Source: an optimization exercise on an open RTL-to-GDS flow (aim: small area, a short achievable clock period and few clock cycles). Production flows keep margins and buffers that such runs may drop. Function was checked by simulation only, so behaviour that the tests miss may differ from the original. Power figures rest on the tool's default switching activity, not on a simulated workload.

== MS ==
==> flow/design.v <==
module icache_nway #(
    parameter int WAYS = 2,
    parameter int SETS = 8
) (
    input  logic         clk,
    input  logic         rst,
    input  logic         mem_read,
    input  logic [15:0]  mem_address,
    output logic [15:0]  mem_rdata,
    output logic         mem_resp,
    output logic         l2_read,
    output logic [15:0]  l2_address,
    input  logic [127:0] l2_rdata,
    input  logic         l2_resp
    ,
    input  logic         flush
);
    localparam int IW   = $clog2(SETS);
    localparam int TW   = 12 - IW;
    logic [SETS-1:0] valid0, valid1;
    logic [SETS-1:0] lru;                  
    logic [TW-1:0]   tag0  [SETS];
    logic [TW-1:0]   tag1  [SETS];
    logic [127:0]    ring0 [SETS];
    logic [127:0]    ring1 [SETS];
    logic [IW-1:0]   rot;
    logic [127:0]    pend;
    logic            pend_way;
    logic [IW-1:0]   pend_set;
    logic            pend_valid;
    logic            victim_q;
    logic [IW-1:0] idx;
    logic [TW-1:0] tag;
    logic [2:0]    word;
    logic          unused_bit;
    assign tag        = mem_address[15:4+IW];
    assign idx        = mem_address[4+IW-1:4];
    assign word       = mem_address[3:1];
    assign unused_bit = mem_address[0];
    logic [7:0] wsel;                       
    always_comb begin
        for (int k = 0; k < 8; k++) wsel[k] = word == 3'(k);
    end
    logic [SETS-1:0] ssel;
    always_comb begin
        for (int p = 0; p < SETS; p++) ssel[p] = IW'(p) - rot == idx;
    end
    logic [15:0] slot0 [SETS];
    logic [15:0] slot1 [SETS];
    logic [15:0] word0, word1, wordp, wordl2;
    for (genvar b = 0; b < 16; b++) begin : g_bit
        for (genvar p = 0; p < SETS; p++) begin : g_slot
            icache_nway_ao8 u_w0 (
                .sel (wsel),
                .d   ({ring0[p][112+b], ring0[p][96+b], ring0[p][80+b], ring0[p][64+b],
                       ring0[p][48+b],  ring0[p][32+b], ring0[p][16+b], ring0[p][b]}),
                .y   (slot0[p][b])
            );
            icache_nway_ao8 u_w1 (
                .sel (wsel),
                .d   ({ring1[p][112+b], ring1[p][96+b], ring1[p][80+b], ring1[p][64+b],
                       ring1[p][48+b],  ring1[p][32+b], ring1[p][16+b], ring1[p][b]}),
                .y   (slot1[p][b])
            );
        end
        icache_nway_ao8 u_wp (
            .sel (wsel),
            .d   ({pend[112+b], pend[96+b], pend[80+b], pend[64+b],
                   pend[48+b],  pend[32+b], pend[16+b], pend[b]}),
            .y   (wordp[b])
        );
        icache_nway_ao8 u_wl (
            .sel (wsel),
            .d   ({l2_rdata[112+b], l2_rdata[96+b], l2_rdata[80+b], l2_rdata[64+b],
                   l2_rdata[48+b],  l2_rdata[32+b], l2_rdata[16+b], l2_rdata[b]}),
            .y   (wordl2[b])
        );
        icache_nway_ao8 u_s0 (
            .sel (ssel),
            .d   ({slot0[7][b], slot0[6][b], slot0[5][b], slot0[4][b],
                   slot0[3][b], slot0[2][b], slot0[1][b], slot0[0][b]}),
            .y   (word0[b])
        );
        icache_nway_ao8 u_s1 (
            .sel (ssel),
            .d   ({slot1[7][b], slot1[6][b], slot1[5][b], slot1[4][b],
                   slot1[3][b], slot1[2][b], slot1[1][b], slot1[0][b]}),
            .y   (word1[b])
        );
    end
    logic [SETS-1:0] iset, e0, e1, pm0, pm1, r0, r1, rp;
    always_comb begin
        for (int s = 0; s < SETS; s++) begin
            iset[s] = idx == IW'(s);
            pm0[s]  = pend_valid && !pend_way && pend_set == IW'(s);
            pm1[s]  = pend_valid &&  pend_way && pend_set == IW'(s);
        end
    end
    for (genvar s = 0; s < SETS; s++) begin : g_tag
        icache_nway_eq u_e0 (.a(tag0[s]), .b(tag), .en(valid0[s]), .y(e0[s]));
        icache_nway_eq u_e1 (.a(tag1[s]), .b(tag), .en(valid1[s]), .y(e1[s]));
    end
    assign r0 = e0 & ~pm0;
    assign r1 = e1 & ~pm1;
    assign rp = (e0 & pm0) | (e1 & pm1);
    logic s0, s1, sp, hit1, hit;
    icache_nway_ao8 u_s0 (.sel(iset), .d(r0), .y(s0));
    icache_nway_ao8 u_s1 (.sel(iset), .d(r1), .y(s1));
    icache_nway_ao8 u_sp (.sel(iset), .d(rp), .y(sp));
    assign hit  = s0 || s1 || sp;
    assign hit1 = |(iset & e1);
    for (genvar b = 0; b < 16; b++) begin : g_out
        icache_nway_ao4 u_o (
            .sel ({l2_resp, sp, s1, s0}),
            .d   ({wordl2[b], wordp[b], word1[b], word0[b]}),
            .y   (mem_rdata[b])
        );
    end
    logic [IW-1:0] ins_set;
    logic          drain;
    assign ins_set = IW'(SETS - 1) - rot;
    assign drain   = pend_valid && pend_set == ins_set;
    logic block;
    assign block = pend_valid && !drain;
    assign mem_resp   = mem_read && (hit || l2_resp);
    assign l2_read    = mem_read && !hit && !block;
    assign l2_address = {mem_address[15:4], 4'b0000};
    logic victim;
    assign victim = |(iset & valid0) ? (|(iset & valid1) ? |(iset & lru) : 1'b1) : 1'b0;
    always_ff @(posedge clk) victim_q <= victim;
    logic fill;
    assign fill = mem_read && l2_resp;
    logic flush_now;
    assign flush_now = flush;
    always_ff @(posedge clk or posedge rst) begin
        if (rst) begin
            valid0 <= '0;
            valid1 <= '0;
            lru    <= '0;
        end else if (flush_now) begin
            valid0 <= '0;
            valid1 <= '0;
            lru    <= '0;
        end else begin
            if (fill) begin
                if (victim_q) valid1[idx] <= 1'b1;
                else          valid0[idx] <= 1'b1;
                lru[idx] <= !victim_q;
            end else if (mem_read && hit) begin
                lru[idx] <= !hit1;
            end
        end
    end
    always_ff @(posedge clk or posedge rst) begin
        if (rst) begin
            rot        <= '0;
            pend_valid <= 1'b0;
        end else begin
            rot <= rot + 1'b1;
            if (fill)       pend_valid <= 1'b1;
            else if (drain) pend_valid <= 1'b0;
        end
    end
    always_ff @(posedge clk) begin
        if (fill) begin
            if (victim_q) tag1[idx] <= tag;
            else          tag0[idx] <= tag;
            pend     <= l2_rdata;
            pend_way <= victim_q;
            pend_set <= idx;
        end
    end
    logic         d0, d1;
    logic [127:0] ins0, ins1;
    assign d0 = drain && !pend_way;
    assign d1 = drain &&  pend_way;
    for (genvar i = 0; i < 128; i++) begin : g_ins
        icache_nway_ao2 u_i0 (.s(d0), .ns(!d0), .a(pend[i]), .b(ring0[SETS-1][i]), .y(ins0[i]));
        icache_nway_ao2 u_i1 (.s(d1), .ns(!d1), .a(pend[i]), .b(ring1[SETS-1][i]), .y(ins1[i]));
    end
    always_ff @(posedge clk) begin
        ring0[0] <= ins0;
        ring1[0] <= ins1;
        for (int p = 1; p < SETS; p++) begin
            ring0[p] <= ring0[p-1];
            ring1[p] <= ring1[p-1];
        end
    end
endmodule
module icache_nway_ao8 (
    input  logic [7:0] sel,
    input  logic [7:0] d,
    output logic       y
);
    assign y = |(sel & d);
endmodule
module icache_nway_ao2 (
    input  logic s,
    input  logic ns,
    input  logic a,
    input  logic b,
    output logic y
);
    assign y = (s && a) || (ns && b);
endmodule
module icache_nway_eq #(
    parameter int W = 9
) (
    input  logic [W-1:0] a,
    input  logic [W-1:0] b,
    input  logic         en,
    output logic         y
);
    assign y = en && a == b;
endmodule
module icache_nway_ao4 (
    input  logic [3:0] sel,
    input  logic [3:0] d,
    output logic       y
);
    assign y = |(sel & d);
endmodule
clock: 8.5 ns
lec_check: 0
cap_margin: 20
core_margin: 2
core_utilization: 60
cts_cluster_diameter: 80
cts_cluster_size: 30
setup_slack_margin: 3.1
slew_margin: 20
synth_hierarchical: 1
synth_minimum_keep_size: 0
run.sh (not shown) runs the stock make flow with config.mk's settings and CLKGATE_MAP_FILE= SYNTH_SCRIPT=/design/flow/synth_recipe.tcl, a recipe that flattens the netlist after the stock synthesis.
Testbench counts of MS, summed over its fixed seeds: cycles 28,626.
--- input diff MS..TR ---
- GPL_ROUTABILITY_DRIVEN newly set to 0
## What came out
In terms of initial core utilization, MS and TR differ only marginally. Maximum number of pins on one net before global-route repair came out exactly the same in MS and TR. From MS to TR the numbers moved as follows: fraction of power spent switching nets shows no meaningful change, clock power share ~0 delta, number of buffer and inverter stages on the critical path stayed essentially flat. From MS to TR the numbers moved as follows: number of remaining DRC errors roughly the same, setup slack level. Diff TR..MS | synthesized area divided by synthesized cell count | unchanged.

[port drivers added, routing unchanged]
The flow's constraints put no driver on any port. The routed layouts listed below were extracted and timed again, unchanged, in two steps.
Step 1 (the two cells are an assumption about what drives the block):
set clk [get_ports {clk}]
set_driving_cell -lib_cell sky130_fd_sc_hd__clkbuf_16 $clk
set_driving_cell -lib_cell sky130_fd_sc_hd__buf_2 [delete_from_list [all_inputs] $clk]
Step 2 adds t to the input delays and takes it off the output delays; t is the mean of the earliest and latest rising clock arrival at the registers after step 1. Input paths then give back, and output paths get back, about the clock's delay inside the block.
Three values: no drivers, after step 1, after step 2; two values: the first two.
| run | t, ns | slack for setup (ns) | hold slack, ns | slew at the worst register clock pin (ns) | worst slew at a driven data input, ns |
|---|---|---|---|---|---|
| MS | 0.778 | 2.854 / 2.753 / 2.753 | 0.336 / 0.336 / 0.336 | 0.12 / 0.12 | 0.20 |
| TR | 0.778 | 2.854 / 2.753 / 2.753 | 0.336 / 0.336 / 0.336 | 0.12 / 0.12 | 0.20 |
After both steps every run listed still meets setup and hold.
